From an optimization exercise on the open Yosys and OpenROAD flow, aimed at small area; shortcuts taken in it are not production practice. Function was checked by simulation only, so behaviour that the tests miss may differ from the original. Power and IR drop assume default switching activity. The flow treats the clock pin as an ideal source, which a real chip does not have.

Design multicycle_datapath, start of the top module:
module multicycle_datapath (
    input  logic        CLK,
    input  logic        reset,
    output logic        mem_req,
    output logic        mem_we,
    output logic [31:0] mem_addr,
    output logic [31:0] mem_wdata,
    input  logic [31:0] mem_rdata,
    input  logic        mem_ready,
    output logic [31:0] pc,
    output logic        retire,
    output logic        illegal
);
    localparam logic [3:0] C_ADD = 4'd0, C_SUB = 4'd1, C_AND = 4'd2, C_OR = 4'd3,
                           C_SLT = 4'd4, C_ADDI = 4'd5, C_LW = 4'd6, C_SW = 4'd7,
                           C_BEQ = 4'd8, C_J = 4'd9, C_ILL = 4'd10;
    localparam logic [2:0] S_START = 3'd0, S_FETCH = 3'd1, S_ALIGN = 3'd2, S_P1 = 3'd3,
                           S_P2 = 3'd4, S_MEM = 3'd5, S_WB = 3'd6;
    logic [2:0]        st;
    logic [3:0]        ph;
    logic              clr;
    logic [31:1][31:0] rf;      
    logic [31:0]       pcr;     
    logic [31:0]       xr;      
    logic [31:0]       yr;      
    logic [4:0]        rsel, rtsel;
  ...
Size in the first run: about 2400 cells after synthesis, about 0.029 mm2 of cells after synthesis.
export LEC_CHECK = 0
export ABC_AREA = 1
export CAP_MARGIN = 20
export CORE_MARGIN = 2
export CORE_UTILIZATION = 70
export SLEW_MARGIN = 20
create_clock -name core_clock -period 10.0 [get_ports {CLK}]
standard.sh (not shown) runs the stock make flow with config.mk's settings and CLKGATE_MAP_FILE= SYNTH_SCRIPT=/design/flow/synth_recipe.tcl, a recipe that flattens the netlist after the stock synthesis.
==> flow/flow/run.sh <==
#!/bin/bash
set -euo pipefail
export BUFFER_PORTS_ARGS="-buffer_cell sky130_fd_sc_hd__buf_1"
export CTS_ARGS="-sink_clustering_enable -repair_clock_nets -dont_use_dummy_load -sink_clustering_size 16 -sink_clustering_max_diameter 50 -buf_list sky130_fd_sc_hd__clkbuf_8"
bash standard.sh > flow_standard.log 2>&1
Rerun with:
==> flow/flow/run.sh (replaced) <==
#!/bin/bash
set -euo pipefail
export BUFFER_PORTS_ARGS="-buffer_cell sky130_fd_sc_hd__buf_1"
export CTS_ARGS="-sink_clustering_enable -repair_clock_nets -dont_use_dummy_load -sink_clustering_size 30 -sink_clustering_max_diameter 60 -buf_list sky130_fd_sc_hd__clkbuf_16"
bash standard.sh > flow_standard.log 2>&1
Effect: The new run completed without violations; area after synthesis is unchanged; design area stays flat; core utilization rises by 0.12 points; worst hold slack gains 0.029 ns; non-clock buffer count does not change; worst setup slack gains 0.014 ns; combinational power barely changes; final cell count falls by 1.2%; sequential power is about the same; die area is unchanged.
Rerun with:
==> flow/run.sh (new file) <==
#!/bin/bash
# synth_recipe.tcl (not shown) runs the flow's synth.tcl, then flattens the netlist and writes it again
# the make line also repeats each setting of config.mk as NAME=value (left out here)
make -C /OpenROAD-flow-scripts/flow DESIGN_CONFIG=/design/flow/config.mk WORK_HOME=/design/flow/orfs CLKGATE_MAP_FILE= SYNTH_SCRIPT=/design/flow/synth_recipe.tcl finish
Settings changed: CORE_UTILIZATION 70 to 60.
removed: flow/flow/run.sh
removed: flow/standard.sh
After rerunning:
- global-route usage drops by 4.2 points
- wire length is lower by about 1%
- clock-buffer cell count came out higher by 105

========
Setup of run 1:
multicycle_datapath, a different RTL version from the one above (not shown whole).
Size: ~1800 cells after synthesis, roughly 1100 flip-flops.
==> flow/config.mk <==
export PLATFORM = sky130hd
export DESIGN_NAME = multicycle_datapath
export DESIGN_NICKNAME = multicycle_datapath
export VERILOG_FILES = /design/flow/design.v
export SDC_FILE = /design/flow/constraint.sdc
export NUM_CORES = 4
export LEC_CHECK = 0
export ABC_AREA = 1
export CAP_MARGIN = 20
export CORE_MARGIN = 2
export CORE_UTILIZATION = 80
export SLEW_MARGIN = 20
==> flow/constraint.sdc <==
create_clock -name core_clock -period 10.0 [get_ports {CLK}]
set_input_delay 2.0000 -clock core_clock [delete_from_list [all_inputs] [get_ports {CLK}]]
set_output_delay 2.0000 -clock core_clock [all_outputs]
set_load 0.01 [all_outputs]
==> flow/flow/run.sh <==
#!/bin/bash
# The standard layout (standard.sh) with three changes:
#  - synthesis maps logic with ABC's &nf area mapper (flow/abc_nf.script) in
#    place of ORFS's abc_area.script; everything else in synth_recipe.tcl is
#    unchanged (same registers, flatten and renaming);
#  - ports get buf_1 buffers;
#  - CTS inserts no dummy loads and uses clusters of up to 16 sinks.
# Tool logs: orfs/logs/... (one per step) and flow_standard.log here.
set -euo pipefail
W=$PWD
{
  echo 'proc abc {args} {'
  echo '  set i [lsearch $args -script]'
  echo "  if {\$i >= 0} { set args [lreplace \$args [expr {\$i+1}] [expr {\$i+1}] $W/flow/abc_nf.script] }"
  echo '  yosys abc {*}$args'
  echo '}'
  cat "$W/synth_recipe.tcl"
} > "$W/my_synth.tcl"
sed "s#SYNTH_SCRIPT=[^ ]*#SYNTH_SCRIPT=$W/my_synth.tcl #" standard.sh > my_standard.sh
export BUFFER_PORTS_ARGS="-buffer_cell sky130_fd_sc_hd__buf_1"
export CTS_ARGS="-sink_clustering_enable -repair_clock_nets -dont_use_dummy_load -sink_clustering_size 20 -sink_clustering_max_diameter 45 -buf_list sky130_fd_sc_hd__clkbuf_8"
bash my_standard.sh > flow_standard.log 2>&1
==> flow/flow/abc_nf.script <==
strash
&get -n
&st
&dch
&nf -R 1000
&put
topo
Run status, run 1: aborted in clock tree synthesis (4_1_cts), error DPL-0033
#### Input delta (run 2 over run 1)
- CORE_UTILIZATION: 80 -> 70
==> flow/flow/run.sh <==
#!/bin/bash
set -euo pipefail
export BUFFER_PORTS_ARGS="-buffer_cell sky130_fd_sc_hd__buf_1"
export CTS_ARGS="-sink_clustering_enable -repair_clock_nets -dont_use_dummy_load -sink_clustering_size 22 -sink_clustering_max_diameter 40 -buf_list sky130_fd_sc_hd__clkbuf_8"
bash standard.sh > flow_standard.log 2>&1
removed: flow/flow/abc_nf.script
==> summary.txt <==
Run 2 has completed all stages; timing, DRC and antenna checks passed.
[run 2] average size of a mapped cell fell 18% relative to run 1
Total cell area at the placement stage for run 2: 880 sq um up relative to run 1
In the tables for run 2 and run 1, number of different library cells in the post-synthesis netlist reads higher with run 2.
Run 1 → run 2: global placement routability congestion increased by 1.8% relative to the old numbers, pre-CTS setup slack increased 0.56 ns.
Compared with run 1, post-synthesis instance area in run 2 increased by a few percent.
Going from run 1 to run 2, synthesized cell count shows an increase of 26%, mux share of post-synthesis cell area went down by 4.4 points, net count of the mapped netlist higher.
Input-level comparison between run 3 and run 2:
==> flow/flow/run.sh <==
#!/bin/bash
# The standard layout (standard.sh) with three changes:
#  - synthesis maps logic with ABC's &nf area mapper (flow/abc_nf.script) in
#    place of ORFS's abc_area.script; everything else in synth_recipe.tcl is
#    unchanged (same registers, flatten and renaming);
#  - ports get buf_1 buffers;
#  - CTS inserts no dummy loads and uses clusters of up to 16 sinks.
# Tool logs: orfs/logs/... (one per step) and flow_standard.log here.
set -euo pipefail
W=$PWD
{
  echo 'proc abc {args} {'
  echo '  set i [lsearch $args -script]'
  echo "  if {\$i >= 0} { set args [lreplace \$args [expr {\$i+1}] [expr {\$i+1}] $W/flow/abc_nf.script] }"
  echo '  yosys abc {*}$args'
  echo '}'
  cat "$W/synth_recipe.tcl"
} > "$W/my_synth.tcl"
sed "s#SYNTH_SCRIPT=[^ ]*#SYNTH_SCRIPT=$W/my_synth.tcl #" standard.sh > my_standard.sh
export BUFFER_PORTS_ARGS="-buffer_cell sky130_fd_sc_hd__buf_1"
export CTS_ARGS="-sink_clustering_enable -repair_clock_nets -dont_use_dummy_load -sink_clustering_size 16 -sink_clustering_max_diameter 50 -buf_list sky130_fd_sc_hd__clkbuf_8"
bash my_standard.sh > flow_standard.log 2>&1
==> flow/flow/abc_nf.script (new file) <==
strash
&get -n
&st
&dch
&nf -R 1000
&put
topo
### Flow results
Count of routing violations after the opening detailed-route iteration on run 3 is ahead of run 2. Compared with run 2, run 3 shows a clock network fraction of total power that is 0.3 points higher. Compared with run 2, in run 3 number of cells on the critical path rose by 3; multi-input gate share of total cell area fell by 0.30 points; clock buffer count fell by about 2.4%; iteration count of the initial detailed-routing pass fell by 1.
Setup changes, run 3 to run 4
==> flow/flow/run.sh <==
#!/bin/bash
set -euo pipefail
export BUFFER_PORTS_ARGS="-buffer_cell sky130_fd_sc_hd__buf_1"
export CTS_ARGS="-sink_clustering_enable -repair_clock_nets -dont_use_dummy_load -sink_clustering_size 36 -sink_clustering_max_diameter 60 -buf_list sky130_fd_sc_hd__clkbuf_16"
bash standard.sh > flow_standard.log 2>&1
removed: flow/flow/abc_nf.script
==> comparison <==
Simple logic cell fraction of the synthesized area in run 4 is 4.6 points above run 3.
Run 4 ends up with higher first-pass GRT wire length than run 3 does.
XOR/XNOR share of the synthesized area of run 3 is on par with run 4.
Destination of the critical timing path = xr[27]: run 3; destination of the critical timing path = rf[127]: run 4
In run 4 the share of the cycle needed by the critical path after routing turned out 1.3 points higher than in run 3.
Run 4 gives more count of filler cells inserted in the layout than run 3 did.
Run 4 ends up with higher area used by multi-input combinational logic than run 3 does.
Compared with run 3, run 4 shows a higher routed length on met3.
Inputs modified between run 4 and run 5:
- swapping 20 for 0 in SLEW_MARGIN
- swapping 20 for 0 in CAP_MARGIN
==> flow/flow/run.sh <==
#!/bin/bash
# The standard layout (standard.sh) with three changes:
#  - synthesis maps logic with ABC's &nf area mapper (flow/abc_nf.script) in
#    place of ORFS's abc_area.script; everything else in synth_recipe.tcl is
#    unchanged (same registers, flatten and renaming);
#  - ports get buf_1 buffers;
#  - CTS inserts no dummy loads and uses clusters of up to 16 sinks.
# Tool logs: orfs/logs/... (one per step) and flow_standard.log here.
set -euo pipefail
W=$PWD
{
  echo 'proc abc {args} {'
  echo '  set i [lsearch $args -script]'
  echo "  if {\$i >= 0} { set args [lreplace \$args [expr {\$i+1}] [expr {\$i+1}] $W/flow/abc_nf.script] }"
  echo '  yosys abc {*}$args'
  echo '}'
  cat "$W/synth_recipe.tcl"
} > "$W/my_synth.tcl"
sed "s#SYNTH_SCRIPT=[^ ]*#SYNTH_SCRIPT=$W/my_synth.tcl #" standard.sh > my_standard.sh
export BUFFER_PORTS_ARGS="-buffer_cell sky130_fd_sc_hd__buf_1"
export CTS_ARGS="-sink_clustering_enable -repair_clock_nets -dont_use_dummy_load -sink_clustering_size 16 -sink_clustering_max_diameter 50 -buf_list sky130_fd_sc_hd__clkbuf_8"
bash my_standard.sh > flow_standard.log 2>&1
==> flow/flow/abc_nf.script (new file) <==
strash
&get -n
&st
&dch -f
&nf -a -R 1000
&put
topo
==> summary.txt <==
Delta (run 5 minus run 4): sequential group share of total power climbed 4.2 points; summed instance area of the synthesized netlist dropped 3.9%; finished layout cell area dropped 2.6%; leakage dissipation dropped 0.93 nW. Startpoint of the most critical setup path: rtsel[0] -> run 5, rsel[0] -> run 4. [run 5 vs run 4] mean area per synthesized cell: higher in run 5. Run 5 vs. run 4: number of antenna violations at the first check in global routing fell by 3, minimum period implied by the final worst setup slack now larger. Worst-path cell with the longest stage delay: sky130_fd_sc_hd__edfxtp_1 -> run 5, sky130_fd_sc_hd__inv_1 -> run 4. What run 5 reported for total routed wirelength has to be multiplied by 1.3 to get the figure for run 4.
Setup changes, run 5 to run 6
- CAP_MARGIN changed from 0 to 20
- SLEW_MARGIN changed from 0 to 20
## What came out
Status: worst hold-check slack parity (run 6, run 5). Going from run 5 to run 6, data arrival at the endpoint of the critical path has decreased, final worst-path setup slack has increased. The wire length reported by the detailed router was comparable across run 5 and run 6. The core utilization of run 5 and that of run 6 are within noise of each other. Sequential share of layout area across run 5 and run 6: no real change. The total power of the final layout was comparable across run 5 and run 6.

re-timing with driven ports:
Ports are ideal in the flow. The routed layouts listed here were re-timed in OpenROAD. Step 1 assumes that a clkbuf_16 drives the clock port and a buf_2 every other input. Step 2 adds t to the input delays and takes it off the output delays; t is the mean of the earliest and latest rising clock arrival at the registers after step 1. Input paths then give back, and output paths get back, about the clock's delay inside the block. Three values: ideal, step 1, step 2; two values: the first two.
run	shift t [ns]	setup slack, ns	cell pins on the clock port's net
the first run of note 1	0.694	4.812 / 4.812 / 4.812	1
the second run of note 1	0.633	4.826 / 4.826 / 4.826	1
the third run of note 1	0.689	5.503 / 5.503 / 5.503	1
run 2	0.704	5.229 / 5.229 / 5.229	1
run 3	0.679	5.129 / 5.129 / 5.129	1
run 4	0.639	4.998 / 4.998 / 4.998	1
run 5	0.677	4.924 / 4.924 / 4.924	1
run 6	0.680	5.188 / 5.188 / 5.188	1
After both steps every run listed still meets setup and hold.
